This design comes from an exercise in tuning for small area, a short achievable clock period and few clock cycles on the open sky130 flow, not from production work. Function was checked by simulation only, so behaviour that the tests miss may differ from the original.

## job 5021
==> flow/design.v <==
package ssum_pkg;
    localparam int DATA_W      = 32;
    localparam int MAX_LEN_DEF = 64;
    localparam int SUM_W       = DATA_W + $clog2(MAX_LEN_DEF);
endpackage
module ssum_ctrl #(
    parameter int MAX_LEN = ssum_pkg::MAX_LEN_DEF
) (
    input  logic  clk,
    input  logic  rst_n,
    input  logic  start,
    input  logic  item_last,
    input  logic  slot_live_next,   
    output logic  busy,
    output logic  take,
    output logic  first,            
    output logic  kept,             
    output logic  ins,              
    output logic  tl                
);
    localparam int RING  = MAX_LEN - 1;
    localparam int CNT_W = $clog2(MAX_LEN + 1);
    localparam int AGE_W = $clog2(RING + 1);
    logic [CNT_W-1:0] cnt_reg;     
    logic [CNT_W-1:0] cnt_next;
    logic             open_reg;    
    logic             full_reg;    
    logic             ins_reg;     
    logic             ovf_reg;     
    logic [AGE_W-1:0] age_reg;     
    logic [AGE_W-1:0] age_next;
    logic             old_next;
    assign take  = start && !busy;
    assign first = !open_reg;
    assign kept  = !full_reg;
    assign ins   = ins_reg;
    assign tl    = ovf_reg || full_reg;
    always_comb
    begin
        cnt_next = cnt_reg;
        if (take)
        begin
            if (item_last)
            begin
                cnt_next = '0;
            end
            else if (!full_reg)
            begin
                cnt_next = cnt_reg + CNT_W'(1);
            end
        end
        age_next = age_reg;
        if (take && !open_reg)
        begin
            age_next = AGE_W'(1);
        end
        else if (age_reg != AGE_W'(RING))
        begin
            age_next = age_reg + AGE_W'(1);
        end
        old_next = (age_next == AGE_W'(RING));
    end
    always_ff @(posedge clk or negedge rst_n)
    begin
        if (!rst_n)
        begin
            cnt_reg   <= '0;
            open_reg  <= 1'b0;
            full_reg  <= 1'b0;
            ins_reg   <= 1'b1;
            ovf_reg   <= 1'b0;
            age_reg   <= '0;
            busy      <= 1'b0;
        end
        else
        begin
            cnt_reg   <= cnt_next;
            open_reg  <= (cnt_next != '0);
            full_reg  <= (cnt_next == CNT_W'(MAX_LEN));
            ins_reg   <= (cnt_next < CNT_W'(RING));
            age_reg   <= age_next;
            if (take)
            begin
                ovf_reg <= !item_last && tl;
            end
            busy <= (cnt_next != '0) && (cnt_next < CNT_W'(RING)) && old_next &&
                    slot_live_next;
        end
    end
endmodule
module ssum_dp #(
    parameter int MAX_LEN = ssum_pkg::MAX_LEN_DEF
) (
    input  logic                               clk,
    input  logic                               rst_n,
    input  logic                               cfg_we,
    input  logic [ssum_pkg::DATA_W-1:0]        cfg_data,
    input  logic                               take,
    input  logic [ssum_pkg::DATA_W-1:0]        item_value,
    input  logic                               item_last,
    input  logic                               first,
    input  logic                               kept,
    input  logic                               ins,
    input  logic                               tl,
    output logic                               slot_live_next,
    output logic                               done,
    output logic                               found,
    output logic                               too_long
);
    localparam int DW   = ssum_pkg::DATA_W;
    localparam int SW   = ssum_pkg::SUM_W;
    localparam int LO   = SW / 2;
    localparam int HI   = SW - LO;
    localparam int RING = MAX_LEN - 1;
    logic [DW-1:0] target_reg;
    logic          b_vld;
    logic          b_last;
    logic          b_first;
    logic          b_kept;
    logic          b_ins;
    logic          b_tl;
    logic [LO-1:0] plo_reg;
    logic          pc_reg;
    logic [DW-LO-1:0] xhi_reg;
    logic          c_vld;
    logic          c_last;
    logic          c_first;
    logic          c_kept;
    logic          c_ins;
    logic          c_tl;
    logic [HI-1:0] phi_reg;
    logic [LO-1:0] plo_d_reg;
    logic [LO-1:0] qlo_reg;
    logic          qc_reg;
    logic [SW-1:0]   ring_reg [RING];
    logic [RING-1:0] live_reg;
    logic            d_vld;
    logic            d_last;
    logic            d_first;
    logic            d_kept;
    logic            d_tl;
    logic            d_zero;
    logic [RING-1:0] d_hit;
    logic          found_acc;
    logic [LO:0]     plo_sum;
    logic [HI-1:0]   xhi_ext;
    logic [HI-1:0]   phi_sum;
    logic [LO:0]     qlo_sum;
    logic [HI-1:0]   qhi_sum;
    logic [HI-1:0]   t_hi;
    logic [SW-1:0]   p_full;
    logic [SW-1:0]   t_ext;
    logic            b_step;
    logic            rins;
    logic            clr;
    logic            found_new;
    assign t_ext   = {{(SW-DW){target_reg[DW-1]}}, target_reg};
    assign t_hi    = t_ext[SW-1:LO];
    assign xhi_ext = {{(SW-DW){xhi_reg[DW-LO-1]}}, xhi_reg};
    assign b_step  = b_vld && b_kept;
    assign p_full  = {phi_reg, plo_d_reg};
    ssum_add #(
        .W (LO + 1)
    ) u_lo (
        .a  ({1'b0, plo_reg}),
        .b  ({1'b0, item_value[LO-1:0]}),
        .ci (1'b0),
        .s  (plo_sum)
    );
    ssum_add #(
        .W (HI)
    ) u_hi (
        .a  (phi_reg),
        .b  (xhi_ext),
        .ci (pc_reg),
        .s  (phi_sum)
    );
    assign qlo_sum = {1'b0, plo_reg} + {1'b0, target_reg[LO-1:0]};
    assign qhi_sum = phi_reg + t_hi + HI'(qc_reg);
    assign slot_live_next = live_reg[RING-4] && !clr;
    always_ff @(posedge clk or negedge rst_n)
    begin
        if (!rst_n)
        begin
            target_reg <= '0;
            b_vld      <= 1'b0;
            c_vld      <= 1'b0;
            d_vld      <= 1'b0;
            found_acc  <= 1'b0;
            done       <= 1'b0;
        end
        else
        begin
            if (cfg_we)
            begin
                target_reg <= cfg_data;
            end
            b_vld <= take;
            c_vld <= b_vld;
            d_vld <= c_vld;
            done  <= d_vld && d_last;
            if (d_vld)
            begin
                found_acc <= found_new;
            end
        end
    end
    always_ff @(posedge clk)
    begin
        b_last  <= item_last;
        b_first <= first;
        b_kept  <= kept;
        b_ins   <= ins && kept;
        b_tl    <= tl;
        xhi_reg <= item_value[DW-1:LO];
        if (take && kept)
        begin
            plo_reg <= first ? item_value[LO-1:0] : plo_sum[LO-1:0];
            pc_reg  <= !first && plo_sum[LO];
        end
    end
    always_ff @(posedge clk)
    begin
        c_last    <= b_last;
        c_first   <= b_first;
        c_kept    <= b_kept;
        c_ins     <= b_ins;
        c_tl      <= b_tl;
        plo_d_reg <= plo_reg;
        qlo_reg   <= qlo_sum[LO-1:0];
        qc_reg    <= qlo_sum[LO];
        if (b_step)
        begin
            phi_reg <= b_first ? xhi_ext : phi_sum;
        end
    end
    always_ff @(posedge clk)
    begin
        d_last  <= c_last;
        d_first <= c_first;
        d_kept  <= c_kept;
        d_tl    <= c_tl;
        d_zero  <= (p_full == t_ext);
        for (int k = 0; k < RING; k++)
        begin
            d_hit[k] <= live_reg[k] && (ring_reg[k] == p_full);
        end
    end
    assign found_new = (!d_first && found_acc) ||
                       (d_kept && (d_zero || (!d_first && (|d_hit))));
    always_ff @(posedge clk)
    begin
        found    <= found_new;
        too_long <= d_tl;
    end
    assign rins = c_vld && c_ins;
    assign clr  = c_vld && c_first;
    always_ff @(posedge clk)
    begin
        ring_reg[0] <= rins ? {qhi_sum, qlo_reg} : ring_reg[RING-1];
        live_reg[0] <= rins || (live_reg[RING-1] && !clr);
        for (int k = 1; k < RING; k++)
        begin
            ring_reg[k] <= ring_reg[k-1];
            live_reg[k] <= live_reg[k-1] && !clr;
        end
    end
endmodule
module ssum_add #(
    parameter int W = 8
) (
    input  logic [W-1:0] a,
    input  logic [W-1:0] b,
    input  logic         ci,
    output logic [W-1:0] s
);
    localparam int LV = $clog2(W);
    logic [W-1:0] g [LV+1];
    logic [W-1:0] p [LV+1];
    always_comb
    begin
        g[0] = a & b;
        p[0] = a ^ b;
        g[0][0] = (a[0] & b[0]) | ((a[0] ^ b[0]) & ci);
        for (int l = 0; l < LV; l++)
        begin
            for (int i = 0; i < W; i++)
            begin
                if (i >= (1 << l))
                begin
                    g[l+1][i] = g[l][i] | (p[l][i] & g[l][i-(1<<l)]);
                    p[l+1][i] = p[l][i] & p[l][i-(1<<l)];
                end
                else
                begin
                    g[l+1][i] = g[l][i];
                    p[l+1][i] = p[l][i];
                end
            end
        end
        s[0] = p[0][0] ^ ci;
        for (int i = 1; i < W; i++)
        begin
            s[i] = p[0][i] ^ g[LV][i-1];
        end
    end
endmodule
module subarray_sum_search #(
    parameter int MAX_LEN = ssum_pkg::MAX_LEN_DEF
) (
    input  logic                                clk,
    input  logic                                rst_n,
    input  logic                                start,
    output logic                                busy,
    input  logic signed [ssum_pkg::DATA_W-1:0]  item_value,
    input  logic                                item_last,
    input  logic                                cfg_we,
    input  logic signed [ssum_pkg::DATA_W-1:0]  cfg_data,
    output logic                                done,
    output logic                                result_found,
    output logic                                result_too_long
);
    logic slot_live_next;
    logic take;
    logic first;
    logic kept;
    logic ins;
    logic tl;
    ssum_ctrl #(
        .MAX_LEN (MAX_LEN)
    ) u_ctrl (
        .clk            (clk),
        .rst_n          (rst_n),
        .start          (start),
        .item_last      (item_last),
        .slot_live_next (slot_live_next),
        .busy           (busy),
        .take           (take),
        .first          (first),
        .kept           (kept),
        .ins            (ins),
        .tl             (tl)
    );
    ssum_dp #(
        .MAX_LEN (MAX_LEN)
    ) u_dp (
        .clk            (clk),
        .rst_n          (rst_n),
        .cfg_we         (cfg_we),
        .cfg_data       (cfg_data),
        .take           (take),
        .item_value     (item_value),
        .item_last      (item_last),
        .first          (first),
        .kept           (kept),
        .ins            (ins),
        .tl             (tl),
        .slot_live_next (slot_live_next),
        .done           (done),
        .found          (result_found),
        .too_long       (result_too_long)
    );
endmodule
==> flow/config.mk <==
export PLATFORM = sky130hd
export DESIGN_NAME = subarray_sum_search
export DESIGN_NICKNAME = subarray_sum_search
export VERILOG_FILES = /design/flow/design.v
export SDC_FILE = /design/flow/constraint.sdc
export NUM_CORES = 4
export LEC_CHECK = 0
export CAP_MARGIN = 20
export CORE_MARGIN = 2
export CORE_UTILIZATION = 70
export CTS_CLUSTER_DIAMETER = 60
export CTS_CLUSTER_SIZE = 30
export PLACE_DENSITY = 0.8
export SETUP_SLACK_MARGIN = 3.0
export SLEW_MARGIN = 20
==> flow/constraint.sdc <==
create_clock -name core_clock -period 5.5 [get_ports {clk}]
set_input_delay 1.1000 -clock core_clock [delete_from_list [all_inputs] [get_ports {clk}]]
set_output_delay 1.1000 -clock core_clock [all_outputs]
set_load 0.01 [all_outputs]
standard.sh (not shown) runs the stock make flow with config.mk's settings and CLKGATE_MAP_FILE= SYNTH_SCRIPT=/design/flow/synth_recipe.tcl, a recipe that flattens the netlist after the stock synthesis.
==> flow/flow/run.sh <==
#!/bin/bash
set -euo pipefail
bash standard.sh \
  "CTS_ARGS=-sink_clustering_enable -repair_clock_nets -sink_clustering_size 30 -sink_clustering_max_diameter 60 -dont_use_dummy_load" \
  finish > standard.log 2>&1
Job 5021: flow completed, timing, DRC and antenna clean
Testbench counts of job 5021, summed over its fixed seeds: cycles 22,905.
[inputs] job 1353 vs job 5021
- swapping 0.8 for 0.7 in PLACE_DENSITY
- swapping 70 for 60 in CORE_UTILIZATION
Findings:
Job 1353 closes out successfully: all stages finished, all timing, DRC and antenna checks passed.
As of job 1353, number of placement rows had risen by a little under 10% compared to job 5021.
Job 1353 vs job 5021 — setup slack dropped 0.020 ns.
Summary of the comparison: final worst-path cycle share is higher in job 1353, relative to job 5021.
| number of clock-tree buffers in the layout | lower: job 5021 |

afterwards: timing with drivers on the ports:
No port has a modelled driver above. Below, the same layouts with a new extraction and two added sets of constraints. Step 1, drivers: a clkbuf_16 drives clk and a buf_2 each remaining input, both assumed. Step 2 adds t to the input delays and takes it off the output delays; t is the mean of the earliest and latest rising clock arrival at the registers after step 1. Input paths then give back, and output paths get back, about the clock's delay inside the block. Three values: no drivers, after step 1, after step 2; two values: the first two.
run	t (ns)	setup WS [ns]	pins driven straight from the clock port
job 5021	0.872	2.839 / 2.839 / 2.200	1
job 1353	0.878	2.819 / 2.819 / 2.179	1
After both steps every run listed still meets setup and hold. For job 1353, which loses most, drivers alone change the setup slack by 0.000 ns; drivers and shift together by -0.640 ns.
